Context: an optimization exercise on an open-source flow, tuned for small area, a short achievable clock period and few clock cycles per item. The choices shown serve that exercise and are no tape-out recipe. RTL that was checked went through simulation tests only; none was proved equivalent to the original. Power figures rest on the tool's default switching activity, not on a simulated workload.

Setup of rev 12:
==> module four_key_debounce_long_press_events, before the edit <==
module four_key_debounce_long_press_events #(
  parameter int TIME_BITS = fkd_pkg::TIME_BITS_DEF
) (
  input  logic                         clk,
  input  logic                         rst_n,
  input  logic                         in_valid,
  output logic                         in_ready,
  input  logic                         in_operation,
  input  logic [fkd_pkg::NOW_W-1:0]    in_now_time,
  input  logic [fkd_pkg::NUM_KEYS-1:0] in_raw_pressed,
  output logic                         out_valid,
  input  logic                         out_ready,
  output logic [fkd_pkg::EV_W-1:0]     out_event_code,
  output logic [fkd_pkg::NUM_KEYS-1:0] out_stable_keys,
  input  logic                         cfg_valid,
  output logic                         cfg_ready,
  input  logic [fkd_pkg::CFG_IDX_W-1:0] cfg_index,
  input  logic [fkd_pkg::MS_W-1:0]     cfg_data
);
  localparam int RES_W = EV_W + NUM_KEYS;
  logic                 in_ready_r;
  logic                 accept;
  logic                 tick_q, fetch_q;
  logic [TIME_BITS-1:0] now_q;
  logic [NUM_KEYS-1:0]  raw_q;
  logic                 deb_we_q, long_we_q;
  logic [MS_W-1:0]      cfg_data_q;
  assign cfg_ready = 1'b1;
  assign in_ready  = in_ready_r;
  assign accept    = in_valid && in_ready_r;
  always_ff @(posedge clk) begin
    if (!rst_n) begin
      tick_q    <= 1'b0;
      fetch_q   <= 1'b0;
      deb_we_q  <= 1'b0;
      long_we_q <= 1'b0;
    end else begin
      tick_q    <= accept && (in_operation == OP_TICK);
      fetch_q   <= accept && (in_operation == OP_FETCH);
      deb_we_q  <= cfg_valid && (cfg_index == CFG_DEBOUNCE);
      long_we_q <= cfg_valid && (cfg_index == CFG_LONG);
    end
  end
  always_ff @(posedge clk) begin
    now_q      <= TIME_BITS'(in_now_time);
    raw_q      <= in_raw_pressed;
    cfg_data_q <= cfg_data;
  end
  logic [MS_W-1:0] debounce_r, long_r;
  always_ff @(posedge clk) begin
    if (!rst_n) begin
      debounce_r <= DEBOUNCE_RST;
      long_r     <= LONG_RST;
    end else begin
      if (deb_we_q)  debounce_r <= cfg_data_q;
      if (long_we_q) long_r     <= cfg_data_q;
    end
  end
  logic [NUM_KEYS-1:0] st_rise, st_fall;
  logic [NUM_KEYS-1:0] stable_all;
  logic [NUM_KEYS-1:0] stable_cur;
  logic [EV_W-1:0]     code;
  logic                deb_zero, long_zero;
  logic [15:0] dq, da, do_, lq, la, lo;
  assign dq  = ~(debounce_r ^ now_q[15:0]);
  assign da  = debounce_r & ~now_q[15:0];
  assign do_ = debounce_r | ~now_q[15:0];
  assign lq  = ~(long_r ^ now_q[15:0]);
  assign la  = long_r & ~now_q[15:0];
  assign lo  = long_r | ~now_q[15:0];
  logic [15:0] t_hi_r;
  logic        dh_zero, dh_plus1, dh_minus1;
  always_ff @(posedge clk) begin
    if (tick_q) t_hi_r <= now_q[31:16];
  end
  fkd_pm1_16 u_dh (
    .x      (now_q[31:16]),
    .y      (t_hi_r),
    .zero   (dh_zero),
    .plus1  (dh_plus1),
    .minus1 (dh_minus1)
  );
  assign deb_zero  = (debounce_r == '0);
  assign long_zero = (long_r == '0);
  for (genvar k = 0; k < NUM_KEYS; k++) begin : g_lane
    fkd_lane #(.TIME_BITS(TIME_BITS)) u_lane (
      .clk           (clk),
      .rst_n         (rst_n),
      .tick          (tick_q),
      .now           (now_q),
      .lvl           (raw_q[k]),
      .win_q         (dq),
      .win_a         (da),
      .win_o         (do_),
      .dh_zero       (dh_zero),
      .dh_plus1      (dh_plus1),
      .dh_minus1     (dh_minus1),
      .debounce_zero (deb_zero),
      .stable        (stable_cur[k]),
      .stable_nxt    (stable_all[k]),
      .rise          (st_rise[k]),
      .fall          (st_fall[k])
    );
  end
  fkd_merge #(.TIME_BITS(TIME_BITS)) u_merge (
    .clk           (clk),
    .rst_n         (rst_n),
    .tick          (tick_q),
    .fetch         (fetch_q),
    .now           (now_q),
    .win_q         (lq),
    .win_a         (la),
    .win_o         (lo),
    .long_zero     (long_zero),
    .lvl0          (raw_q[0]),
    .stable0       (stable_cur[0]),
    .st_stable_nxt (stable_all),
    .st_rise       (st_rise),
    .st_fall       (st_fall),
    .event_code    (code)
  );
  logic [RES_W-1:0] res, q0_r, q1_r, q2_r;
  logic             v0_r, v1_r, v2_r;
  logic             wr, pop;
  logic             v0_n, v1_n, v2_n;
  assign res = {code, stable_all};
  assign wr  = tick_q || fetch_q;
  assign pop = v0_r && out_ready;
  always_comb begin
    if (pop && !wr) begin
      v0_n = v1_r; v1_n = v2_r; v2_n = 1'b0;
    end else if (!pop && wr) begin
      v0_n = 1'b1; v1_n = v0_r; v2_n = v1_r;
    end else begin
      v0_n = v0_r; v1_n = v1_r; v2_n = v2_r;
    end
  end
  always_ff @(posedge clk) begin
    if (!rst_n) begin
      v0_r       <= 1'b0;
      v1_r       <= 1'b0;
      v2_r       <= 1'b0;
      in_ready_r <= 1'b1;
    end else begin
      v0_r <= v0_n;
      v1_r <= v1_n;
      v2_r <= v2_n;
      in_ready_r <= !v1_n || (!v2_n && !accept);
    end
  end
  logic [2:0] ld_t, ld_f, sh_t, hd_t, hd_f;    
  logic [2:0] ld, sh, hd;
  assign ld_t = {v0_r || !v2_r, v0_r ? !v2_r : !v1_r, !v0_r || !v1_r};
  assign sh_t = {1'b0, v0_r && v2_r, v0_r && v1_r};
  assign hd_t = {!v0_r && v2_r, !v0_r && v1_r, 1'b0};
  assign ld_f = {!v2_r, !v1_r, !v0_r};
  assign hd_f = {v2_r, v1_r, v0_r};
  assign ld = out_ready ? ld_t : ld_f;
  assign sh = out_ready ? sh_t : 3'b000;
  assign hd = out_ready ? hd_t : hd_f;
  always_ff @(posedge clk) begin
    q0_r <= ({RES_W{ld[0]}} & res) | ({RES_W{sh[0]}} & q1_r) | ({RES_W{hd[0]}} & q0_r);
    q1_r <= ({RES_W{ld[1]}} & res) | ({RES_W{sh[1]}} & q2_r) | ({RES_W{hd[1]}} & q1_r);
    q2_r <= ({RES_W{ld[2]}} & res) | ({RES_W{hd[2]}} & q2_r);
  end
  logic ov_r;
  always_ff @(posedge clk) begin
    if (!rst_n) ov_r <= 1'b0;
    else        ov_r <= v0_n;
  end
  assign out_valid       = ov_r;
  assign out_event_code  = q0_r[RES_W-1 -: EV_W];
  assign out_stable_keys = q0_r[NUM_KEYS-1:0];
endmodule
Settings: LEC_CHECK=0, CAP_MARGIN=20, CORE_MARGIN=2, CORE_UTILIZATION=55, CTS_BUF_LIST=sky130_fd_sc_hd__clkbuf_16, CTS_CLUSTER_DIAMETER=80, CTS_CLUSTER_SIZE=25, SLEW_MARGIN=20; clock period 13.0 ns.
standard.sh (not shown) runs the stock make flow with config.mk's settings and CLKGATE_MAP_FILE= SYNTH_SCRIPT=/design/flow/synth_recipe.tcl, a recipe that flattens the netlist after the stock synthesis.
==> flow/flow/run.sh <==
#!/bin/bash
# Own layout flow: the standard flow (standard synthesis unchanged), with
# timing repair aimed below the clock period, strong output port buffers and
# small input port buffers. Each tool's output goes to the logs under orfs/.
set -euo pipefail
here=$(pwd)
export SETUP_SLACK_MARGIN=${SETUP_SLACK_MARGIN:-9.6}
export BUFFER_PORTS_ARGS="-buffer_cell sky130_fd_sc_hd__buf_4"
export PRE_RESIZE_TCL=$here/flow/ports.tcl
bash standard.sh > std_flow.log 2>&1
==> flow/flow/ports.tcl <==
# Sourced before the placement resize step: the input ports keep their own
# buffer, but the smallest one; timing repair upsizes any that need it.
foreach inst [get_cells input*] {
  if { [get_property [get_lib_cells -of_objects $inst] name] == "sky130_fd_sc_hd__buf_4" } {
    replace_cell $inst sky130_fd_sc_hd__buf_1
  }
}
Rev 12: no failed stages, no open violations at the end
Setup changes, rev 12 to rev 13
diff --git a/flow/design.v b/flow/design.v
--- a/flow/design.v
+++ b/flow/design.v
@@ -392,30 +392,25 @@
       v0_r <= v0_n;
       v1_r <= v1_n;
       v2_r <= v2_n;
       in_ready_r <= !v1_n || (!v2_n && !accept);
     end
   end
-  logic [2:0] ld_t, ld_f, sh_t, hd_t, hd_f;    
-  logic [2:0] ld, sh, hd;
-  assign ld_t = {v0_r || !v2_r, v0_r ? !v2_r : !v1_r, !v0_r || !v1_r};
-  assign sh_t = {1'b0, v0_r && v2_r, v0_r && v1_r};
-  assign hd_t = {!v0_r && v2_r, !v0_r && v1_r, 1'b0};
-  assign ld_f = {!v2_r, !v1_r, !v0_r};
-  assign hd_f = {v2_r, v1_r, v0_r};
-  assign ld = out_ready ? ld_t : ld_f;
-  assign sh = out_ready ? sh_t : 3'b000;
-  assign hd = out_ready ? hd_t : hd_f;
+  logic ld0, ld1, ld2, sh0, sh1;
+  assign ld0 = !v0_r || (pop && !v1_r);
+  assign sh0 = pop && v1_r;
+  assign ld1 = pop ? !v2_r : !v1_r;
+  assign sh1 = pop && v2_r;
+  assign ld2 = pop || !v2_r;
+  logic hd0;
+  assign hd0 = !(ld0 || sh0);
   always_ff @(posedge clk) begin
-    q0_r <= ({RES_W{ld[0]}} & res) | ({RES_W{sh[0]}} & q1_r) | ({RES_W{hd[0]}} & q0_r);
-    q1_r <= ({RES_W{ld[1]}} & res) | ({RES_W{sh[1]}} & q2_r) | ({RES_W{hd[1]}} & q1_r);
-    q2_r <= ({RES_W{ld[2]}} & res) | ({RES_W{hd[2]}} & q2_r);
+    q0_r <= ({RES_W{ld0}} & res) | ({RES_W{sh0}} & q1_r) | ({RES_W{hd0}} & q0_r);
   end
-  logic ov_r;
   always_ff @(posedge clk) begin
-    if (!rst_n) ov_r <= 1'b0;
-    else        ov_r <= v0_n;
+    if (ld1 || sh1) q1_r <= ld1 ? res : q2_r;
+    if (ld2)        q2_r <= res;
   end
-  assign out_valid       = ov_r;
+  assign out_valid       = v0_r;
   assign out_event_code  = q0_r[RES_W-1 -: EV_W];
   assign out_stable_keys = q0_r[NUM_KEYS-1:0];
 endmodule
[summary]
Higher wire length of the first global-routing pass goes to rev 12 over rev 13.
Measured against each other, rev 13 and rev 12 differ in relative contribution of the clock network to total power, the higher figure coming from rev 12.
Per the comparison of rev 13 with rev 12, area of the core -0.59%; final cell count down about 1.5%; switching part of the total power went down by 1.2 points; sequential share of cell area increased by 0.93 points relative to the old numbers; via count lost 251.
From rev 12 to rev 13 the numbers moved as follows: adder and majority cell fraction of the synthesized area up 1.3 points, post-synthesis instance area down about 0.8%.
Rev 13 vs. rev 12: placed instance area lost 0.48%; count of instances resized after the clock tree is built rose by 14%; arrival time at the worst endpoint about even; switching power decreased 3.3%.
Total power of rev 13 is higher than that of rev 12.
Testbench counts of rev 13, summed over its fixed seeds: cycles 32,016, items 32,000.
The RTL of rev 12 was laid out without a check of its function.

separate check: timing with driven ports:
Ports are ideal in the flow. The routed layouts listed here were re-timed in OpenROAD.
Step 1 assumes that a clkbuf_16 drives the clock port and a buf_2 every other input.
Step 2 also shifts input and output timing later by t, the mid clock arrival at the registers, as if the neighbouring blocks saw the same clock.
Slacks: no drivers / after step 1 / after step 2; pairs: no drivers / after step 1.
run | t, ns | setup WS [ns] | worst slew at a driven data input, ns
rev 12 | 0.550 | 9.429 / 9.382 / 9.221 | 0.03
rev 13 | 0.536 | 9.435 / 9.388 / 9.130 | 0.04
After both steps setup and hold are still met in every run listed. The setup slack of rev 13, which loses most, moves by -0.047 ns with the drivers and by -0.305 ns with both steps.
